What follows belongs to an exercise in optimizing a design on an open flow for small area, a short achievable clock period and few clock cycles per item; a production flow would make more cautious choices.
Power and IR drop assume default switching activity.

==> flow/design.v <==
package mspw_pkg;
  localparam int unsigned SENSORS     = 12;
  localparam int unsigned WIDTH_BITS  = 24;
  localparam int unsigned WINDOW_W    = 16;
  localparam int unsigned INC_W       = 8;
  localparam logic [WINDOW_W-1:0] WINDOW_RESET = 16'd1000;
  localparam logic [INC_W-1:0]    INC_RESET    = 8'd1;
endpackage
module mspw_ctrl (
  input  logic                                 clk_i,
  input  logic                                 rst_ni,
  input  logic                                 cfg_we_i,
  input  logic                                 cfg_index_i,
  input  logic [15:0]                          cfg_data_i,
  input  logic                                 in_valid_i,
  output logic                                 in_ready_o,
  output logic                                 out_valid_o,
  input  logic                                 out_ready_i,
  output logic [63:0]                          out_data_o,
  output logic                                 out_last_o,
  output logic                                 clr_o,
  output logic                                 accept_en_o,
  output logic [mspw_pkg::INC_W-1:0]           inc_o,
  output logic [mspw_pkg::SENSORS-1:0]         rsel_o,
  input  logic [mspw_pkg::WIDTH_BITS-1:0]      rdata_i
);
  localparam int unsigned W = mspw_pkg::WIDTH_BITS;
  localparam int unsigned N = mspw_pkg::SENSORS;
  localparam logic [2:0] E_IDLE = 3'd0;
  localparam logic [2:0] E_WAIT = 3'd1;   
  localparam logic [2:0] E_WT2  = 3'd5;
  localparam logic [2:0] E_SCAN = 3'd2;
  localparam logic [2:0] E_LOAD = 3'd3;   
  localparam logic [2:0] E_READ = 3'd4;
  logic [15:0] window_q;
  logic [7:0]  inc_q;
  always_ff @(posedge clk_i or negedge rst_ni) begin
    if (!rst_ni) begin
      window_q <= mspw_pkg::WINDOW_RESET;
      inc_q    <= mspw_pkg::INC_RESET;
    end else if (cfg_we_i) begin
      if (cfg_index_i) inc_q    <= cfg_data_i[7:0];
      else             window_q <= cfg_data_i;
    end
  end
  assign inc_o = inc_q;
  logic         init_q;      
  logic         ready_q;
  logic         go_q;        
  logic [2:0]   est_q;       
  logic [N-1:0] rsel_q;      
  logic         valid_q;
  logic         last_q;
  logic [16:0]  cntp_q;      
  logic [W-1:0] cur_q;
  logic [3:0]   cidx_q;
  logic         cv_q;        
  logic [W-1:0] best_q;
  logic [3:0]   bidx_q;
  logic [3:0]   act_q;
  logic accept, close, start, xfer, beat10, lastxfer, at_limit;
  assign accept   = in_valid_i & ready_q;
  mspw_cmp #(.W(17)) u_lim (.a_i(cntp_q), .b_i({1'b0, window_q}), .gt_o(), .ge_o(at_limit));
  assign close    = accept & at_limit;
  assign xfer     = valid_q & out_ready_i;
  assign beat10   = xfer & rsel_q[N-1] & (est_q == E_READ);    
  assign lastxfer = xfer & last_q;
  assign start    = (close | go_q) & ((est_q == E_IDLE) | lastxfer);
  assign clr_o    = init_q | beat10;
  assign accept_en_o = ready_q;
  assign rsel_o   = rsel_q;
  always_ff @(posedge clk_i or negedge rst_ni) begin
    if (!rst_ni) begin
      init_q  <= 1'b1;
      ready_q <= 1'b0;
      go_q    <= 1'b0;
      est_q   <= E_IDLE;
      rsel_q  <= N'(1);
      valid_q <= 1'b0;
      last_q  <= 1'b0;
    end else begin
      init_q <= 1'b0;
      if (init_q | beat10) ready_q <= 1'b1;
      else if (close)      ready_q <= 1'b0;
      go_q <= (close | go_q) & ~start;
      unique case (est_q)
        E_IDLE: begin
          if (start) est_q <= E_WAIT;
        end
        E_WAIT: begin
          est_q <= E_WT2;
        end
        E_WT2: begin
          est_q <= E_SCAN;
        end
        E_SCAN: begin
          rsel_q <= {rsel_q[N-2:0], rsel_q[N-1]};
          if (rsel_q[N-1]) est_q <= E_LOAD;
        end
        E_LOAD: begin
          rsel_q  <= {rsel_q[N-2:0], rsel_q[N-1]};
          valid_q <= 1'b1;
          last_q  <= 1'b0;
          est_q   <= E_READ;
        end
        E_READ: begin
          if (xfer) begin
            if (last_q) begin
              valid_q <= 1'b0;
              est_q   <= start ? E_WAIT : E_IDLE;
            end else begin
              rsel_q <= {rsel_q[N-2:0], rsel_q[N-1]};
              last_q <= rsel_q[N-1];
            end
          end
        end
        default: est_q <= E_IDLE;
      endcase
    end
  end
  logic [17:0] cpre;
  for (genvar k = 0; k <= 17; k++) begin : g_cpre
    if (k == 0) begin : g_z
      assign cpre[k] = 1'b1;
    end else begin : g_nz
      assign cpre[k] = &cntp_q[k-1:0];
    end
  end
  always_ff @(posedge clk_i) begin
    if (init_q | close) cntp_q <= 17'd1;
    else if (accept)    cntp_q <= cntp_q ^ cpre[16:0];
  end
  logic load, cur_gt;
  mspw_cmp #(.W(W)) u_best (.a_i(cur_q), .b_i(best_q), .gt_o(cur_gt), .ge_o());
  logic [3:0] ridx;
  assign load = (est_q == E_SCAN) | (est_q == E_LOAD) | ((est_q == E_READ) & xfer & ~last_q);
  always_comb begin
    ridx = '0;
    for (int i = 0; i < N; i++) if (rsel_q[i]) ridx = ridx | 4'(i);
  end
  always_ff @(posedge clk_i) begin
    if (load) begin
      cur_q  <= rdata_i;
      cidx_q <= ridx;
    end
    cv_q <= (est_q == E_SCAN);
    if (cv_q) begin
      if (cidx_q == 4'd0) begin
        best_q <= cur_q;
        bidx_q <= 4'd0;
        act_q  <= {3'd0, |cur_q};
      end else begin
        if (cur_gt) begin
          best_q <= cur_q;
          bidx_q <= cidx_q;
        end
        act_q <= act_q + {3'd0, |cur_q};
      end
    end
  end
  assign in_ready_o  = ready_q;
  assign out_valid_o = valid_q;
  assign out_last_o  = last_q;
  assign out_data_o  = {4'd0, bidx_q, best_q, act_q, cur_q, cidx_q};
endmodule
module mspw_cmp #(
  parameter int unsigned W = 24
) (
  input  logic [W-1:0] a_i,
  input  logic [W-1:0] b_i,
  output logic         gt_o,   
  output logic         ge_o    
);
  localparam int unsigned L = $clog2(W);
  localparam int unsigned P = 1 << L;
  logic [P-1:0] g [L+1];   
  logic [P-1:0] s [L+1];   
  for (genvar i = 0; i < P; i++) begin : g_leaf
    if (i < W) begin : g_bit
      assign g[0][i] = a_i[i] & ~b_i[i];
      assign s[0][i] = ~a_i[i] & b_i[i];
    end else begin : g_pad
      assign g[0][i] = 1'b0;
      assign s[0][i] = 1'b0;
    end
  end
  for (genvar l = 0; l < L; l++) begin : g_lvl
    for (genvar i = 0; i < (P >> (l + 1)); i++) begin : g_node
      assign g[l+1][i] = g[l][2*i+1] | (~s[l][2*i+1] & g[l][2*i]);
      assign s[l+1][i] = s[l][2*i+1] | (~g[l][2*i+1] & s[l][2*i]);
    end
    for (genvar i = (P >> (l + 1)); i < P; i++) begin : g_unused
      assign g[l+1][i] = 1'b0;
      assign s[l+1][i] = 1'b0;
    end
  end
  assign gt_o = g[L][0];
  assign ge_o = ~s[L][0];
endmodule
module mspw_datapath (
  input  logic                                 clk_i,
  input  logic                                 clr_i,      
  input  logic                                 accept_en_i,  
  input  logic                                 valid_i,      
  input  logic [mspw_pkg::SENSORS-1:0]         levels_i,   
  input  logic [mspw_pkg::INC_W-1:0]           inc_i,
  input  logic [mspw_pkg::SENSORS-1:0]         rsel_i,     
  output logic [mspw_pkg::WIDTH_BITS-1:0]      rdata_o     
);
  localparam int unsigned N  = mspw_pkg::SENSORS;
  localparam int unsigned HB = 16;
  localparam int unsigned RB = HB + 8 + 1;   
  logic [RB-1:0] rlane [N];
  logic [RB-1:0] rsel_bus;
  logic [7:0]    inc_r;
  assign inc_r = inc_i & {8{accept_en_i}};
  for (genvar g = 0; g < N; g++) begin : g_lane
    logic [7:0]    lo_q;
    logic [HB-1:0] hi_q;
    logic          c4_q, c8_q, sat_q;
    logic [7:0]    add;
    logic [4:0]    s0, s1;
    logic [HB:0]   pre;       
    assign add = inc_r & {8{valid_i & ~levels_i[g]}};
    assign s0  = {1'b0, lo_q[3:0]} + {1'b0, add[3:0]};
    assign s1  = {1'b0, lo_q[7:4]} + {1'b0, add[7:4]} + {4'd0, c4_q};
    for (genvar k = 0; k <= HB; k++) begin : g_pre
      if (k == 0) begin : g_z
        assign pre[k] = 1'b1;
      end else begin : g_nz
        assign pre[k] = &hi_q[k-1:0];
      end
    end
    always_ff @(posedge clk_i) begin
      if (clr_i) begin
        lo_q  <= '0;
        c4_q  <= 1'b0;
        c8_q  <= 1'b0;
        hi_q  <= '0;
        sat_q <= 1'b0;
      end else begin
        lo_q  <= {s1[3:0], s0[3:0]};
        c4_q  <= s0[4];
        c8_q  <= s1[4];
        hi_q  <= hi_q ^ (pre[HB-1:0] & {HB{c8_q}});
        sat_q <= sat_q | (c8_q & pre[HB]);
      end
    end
    assign rlane[g] = {sat_q, hi_q, lo_q};
  end
  always_comb begin
    rsel_bus = '0;
    for (int i = 0; i < N; i++) begin
      rsel_bus = rsel_bus | (rlane[i] & {RB{rsel_i[i]}});
    end
  end
  assign rdata_o = rsel_bus[RB-2:0] | {(RB-1){rsel_bus[RB-1]}};
endmodule
module multi_sensor_pulse_width_window_unit #(
  parameter int unsigned SENSOR_COUNT = 12,
  parameter int unsigned WIDTH_BITS   = 24
) (
  input  logic        clk_i,
  input  logic        rst_ni,
  input  logic        cfg_we_i,
  input  logic [0:0]  cfg_index_i,
  input  logic [15:0] cfg_data_i,
  input  logic        s_axis_tvalid,
  output logic        s_axis_tready,
  input  logic [15:0] s_axis_tdata,
  output logic        m_axis_tvalid,
  input  logic        m_axis_tready,
  output logic [63:0] m_axis_tdata,
  output logic        m_axis_tlast
);
  logic                                clr, accept_en;
  logic [mspw_pkg::INC_W-1:0]          inc;
  logic [mspw_pkg::SENSORS-1:0]        rsel;
  logic [mspw_pkg::WIDTH_BITS-1:0]     rdata;
  mspw_ctrl u_ctrl (
    .clk_i       (clk_i),
    .rst_ni      (rst_ni),
    .cfg_we_i    (cfg_we_i),
    .cfg_index_i (cfg_index_i[0]),
    .cfg_data_i  (cfg_data_i),
    .in_valid_i  (s_axis_tvalid),
    .in_ready_o  (s_axis_tready),
    .out_valid_o (m_axis_tvalid),
    .out_ready_i (m_axis_tready),
    .out_data_o  (m_axis_tdata),
    .out_last_o  (m_axis_tlast),
    .clr_o       (clr),
    .accept_en_o (accept_en),
    .inc_o       (inc),
    .rsel_o      (rsel),
    .rdata_i     (rdata)
  );
  mspw_datapath u_datapath (
    .clk_i    (clk_i),
    .clr_i    (clr),
    .accept_en_i (accept_en),
    .valid_i  (s_axis_tvalid),
    .levels_i (s_axis_tdata[mspw_pkg::SENSORS-1:0]),
    .inc_i    (inc),
    .rsel_i   (rsel),
    .rdata_o  (rdata)
  );
endmodule
Settings: LEC_CHECK=0, CAP_MARGIN=20, CORE_MARGIN=2, CORE_UTILIZATION=70, CTS_CLUSTER_DIAMETER=80, CTS_CLUSTER_SIZE=25, SETUP_SLACK_MARGIN=3.2, SLEW_MARGIN=20; clock period 5.5 ns.
run.sh (not shown) runs the stock make flow with config.mk's settings and CLKGATE_MAP_FILE= SYNTH_SCRIPT=/design/flow/synth_recipe.tcl, a recipe that flattens the netlist after the stock synthesis.
Rerun with:
--- a/flow/design.v
+++ b/flow/design.v
@@ -27,9 +27,8 @@
   localparam int unsigned W = mspw_pkg::WIDTH_BITS;
   localparam int unsigned N = mspw_pkg::SENSORS;
   localparam logic [2:0] E_IDLE = 3'd0;
   localparam logic [2:0] E_WAIT = 3'd1;   
-  localparam logic [2:0] E_WT2  = 3'd5;
   localparam logic [2:0] E_SCAN = 3'd2;
   localparam logic [2:0] E_LOAD = 3'd3;   
   localparam logic [2:0] E_READ = 3'd4;
   logic [15:0] window_q;
@@ -87,11 +86,8 @@
         E_IDLE: begin
           if (start) est_q <= E_WAIT;
         end
         E_WAIT: begin
-          est_q <= E_WT2;
-        end
-        E_WT2: begin
           est_q <= E_SCAN;
         end
         E_SCAN: begin
           rsel_q <= {rsel_q[N-2:0], rsel_q[N-1]};
@@ -172,31 +168,31 @@
   output logic         ge_o    
 );
   localparam int unsigned L = $clog2(W);
   localparam int unsigned P = 1 << L;
-  logic [P-1:0] g [L+1];   
-  logic [P-1:0] s [L+1];   
+  logic [P-1:0] g [L+1];
+  logic [P-1:0] e [L+1];
   for (genvar i = 0; i < P; i++) begin : g_leaf
     if (i < W) begin : g_bit
       assign g[0][i] = a_i[i] & ~b_i[i];
-      assign s[0][i] = ~a_i[i] & b_i[i];
+      assign e[0][i] = ~(a_i[i] ^ b_i[i]);
     end else begin : g_pad
       assign g[0][i] = 1'b0;
-      assign s[0][i] = 1'b0;
+      assign e[0][i] = 1'b1;
     end
   end
   for (genvar l = 0; l < L; l++) begin : g_lvl
     for (genvar i = 0; i < (P >> (l + 1)); i++) begin : g_node
-      assign g[l+1][i] = g[l][2*i+1] | (~s[l][2*i+1] & g[l][2*i]);
-      assign s[l+1][i] = s[l][2*i+1] | (~g[l][2*i+1] & s[l][2*i]);
+      assign g[l+1][i] = g[l][2*i+1] | (e[l][2*i+1] & g[l][2*i]);
+      assign e[l+1][i] = e[l][2*i+1] & e[l][2*i];
     end
     for (genvar i = (P >> (l + 1)); i < P; i++) begin : g_unused
       assign g[l+1][i] = 1'b0;
-      assign s[l+1][i] = 1'b0;
+      assign e[l+1][i] = 1'b1;
     end
   end
   assign gt_o = g[L][0];
-  assign ge_o = ~s[L][0];
+  assign ge_o = g[L][0] | e[L][0];
 endmodule
 module mspw_datapath (
   input  logic                                 clk_i,
   input  logic                                 clr_i,      
@@ -207,10 +203,11 @@
   input  logic [mspw_pkg::SENSORS-1:0]         rsel_i,     
   output logic [mspw_pkg::WIDTH_BITS-1:0]      rdata_o     
 );
   localparam int unsigned N  = mspw_pkg::SENSORS;
+  localparam int unsigned W  = mspw_pkg::WIDTH_BITS;
   localparam int unsigned HB = 16;
-  localparam int unsigned RB = HB + 8 + 1;   
+  localparam int unsigned RB = HB + 8 + 2;   
   logic [RB-1:0] rlane [N];
   logic [RB-1:0] rsel_bus;
   logic [7:0]    inc_r;
   assign inc_r = inc_i & {8{accept_en_i}};
@@ -245,17 +242,30 @@
         hi_q  <= hi_q ^ (pre[HB-1:0] & {HB{c8_q}});
         sat_q <= sat_q | (c8_q & pre[HB]);
       end
     end
-    assign rlane[g] = {sat_q, hi_q, lo_q};
+    assign rlane[g] = {sat_q, c8_q, hi_q, lo_q};
   end
   always_comb begin
     rsel_bus = '0;
     for (int i = 0; i < N; i++) begin
       rsel_bus = rsel_bus | (rlane[i] & {RB{rsel_i[i]}});
     end
   end
-  assign rdata_o = rsel_bus[RB-2:0] | {(RB-1){rsel_bus[RB-1]}};
+  logic [7:0]    r_lo;
+  logic [HB-1:0] r_hi, r_hi_inc;
+  logic          r_c8, r_sat;
+  logic [HB:0]   r_pre;
+  assign {r_sat, r_c8, r_hi, r_lo} = rsel_bus;
+  for (genvar k = 0; k <= HB; k++) begin : g_rpre
+    if (k == 0) begin : g_z
+      assign r_pre[k] = 1'b1;
+    end else begin : g_nz
+      assign r_pre[k] = &r_hi[k-1:0];
+    end
+  end
+  assign r_hi_inc = r_hi ^ (r_pre[HB-1:0] & {HB{r_c8}});
+  assign rdata_o  = {r_hi_inc, r_lo} | {W{r_sat | (r_c8 & r_pre[HB])}};
 endmodule
 module multi_sensor_pulse_width_window_unit #(
   parameter int unsigned SENSOR_COUNT = 12,
   parameter int unsigned WIDTH_BITS   = 24
Effect: The changed run went through all stages and came out clean; worst setup slack loses 0.081 ns; power is higher by a few percent; wire length is higher by a few percent; core utilization is higher by 1.8 points; via count is higher by a few percent; global-route usage is lower by 0.11 points; sequential cell count does not change.
Function was not checked in any run of this note: the RTL went through the layout flow alone.

-- what the ideal ports hide --
The results above use ideal ports. As a check the final layouts listed here were re-extracted and re-timed, cells and wires unchanged. Step 1, drivers: a clkbuf_16 drives clk_i and a buf_2 each remaining input, both assumed. Step 2, shift: input delay + t, output delay - t, t = (earliest + latest rising clock arrival at the registers) / 2. This alone moves slack from input paths to output paths. a / b / c = ideal / step 1 / step 2; a / b = the first two.
| run | t (ns) | setup slack, ns | worst setup path at the end | worst slew at a driven data input, ns |
|---|---|---|---|---|
| the first run | 0.601 | 2.942 / 2.942 / 2.658 | input to register | 0.08 |
| the second run | 0.606 | 2.861 / 2.861 / 2.626 | input to register | 0.07 |
After both steps every run listed still meets setup and hold. The setup slack of the first run, which loses most, moves by 0.000 ns with the drivers and by -0.284 ns with both steps.
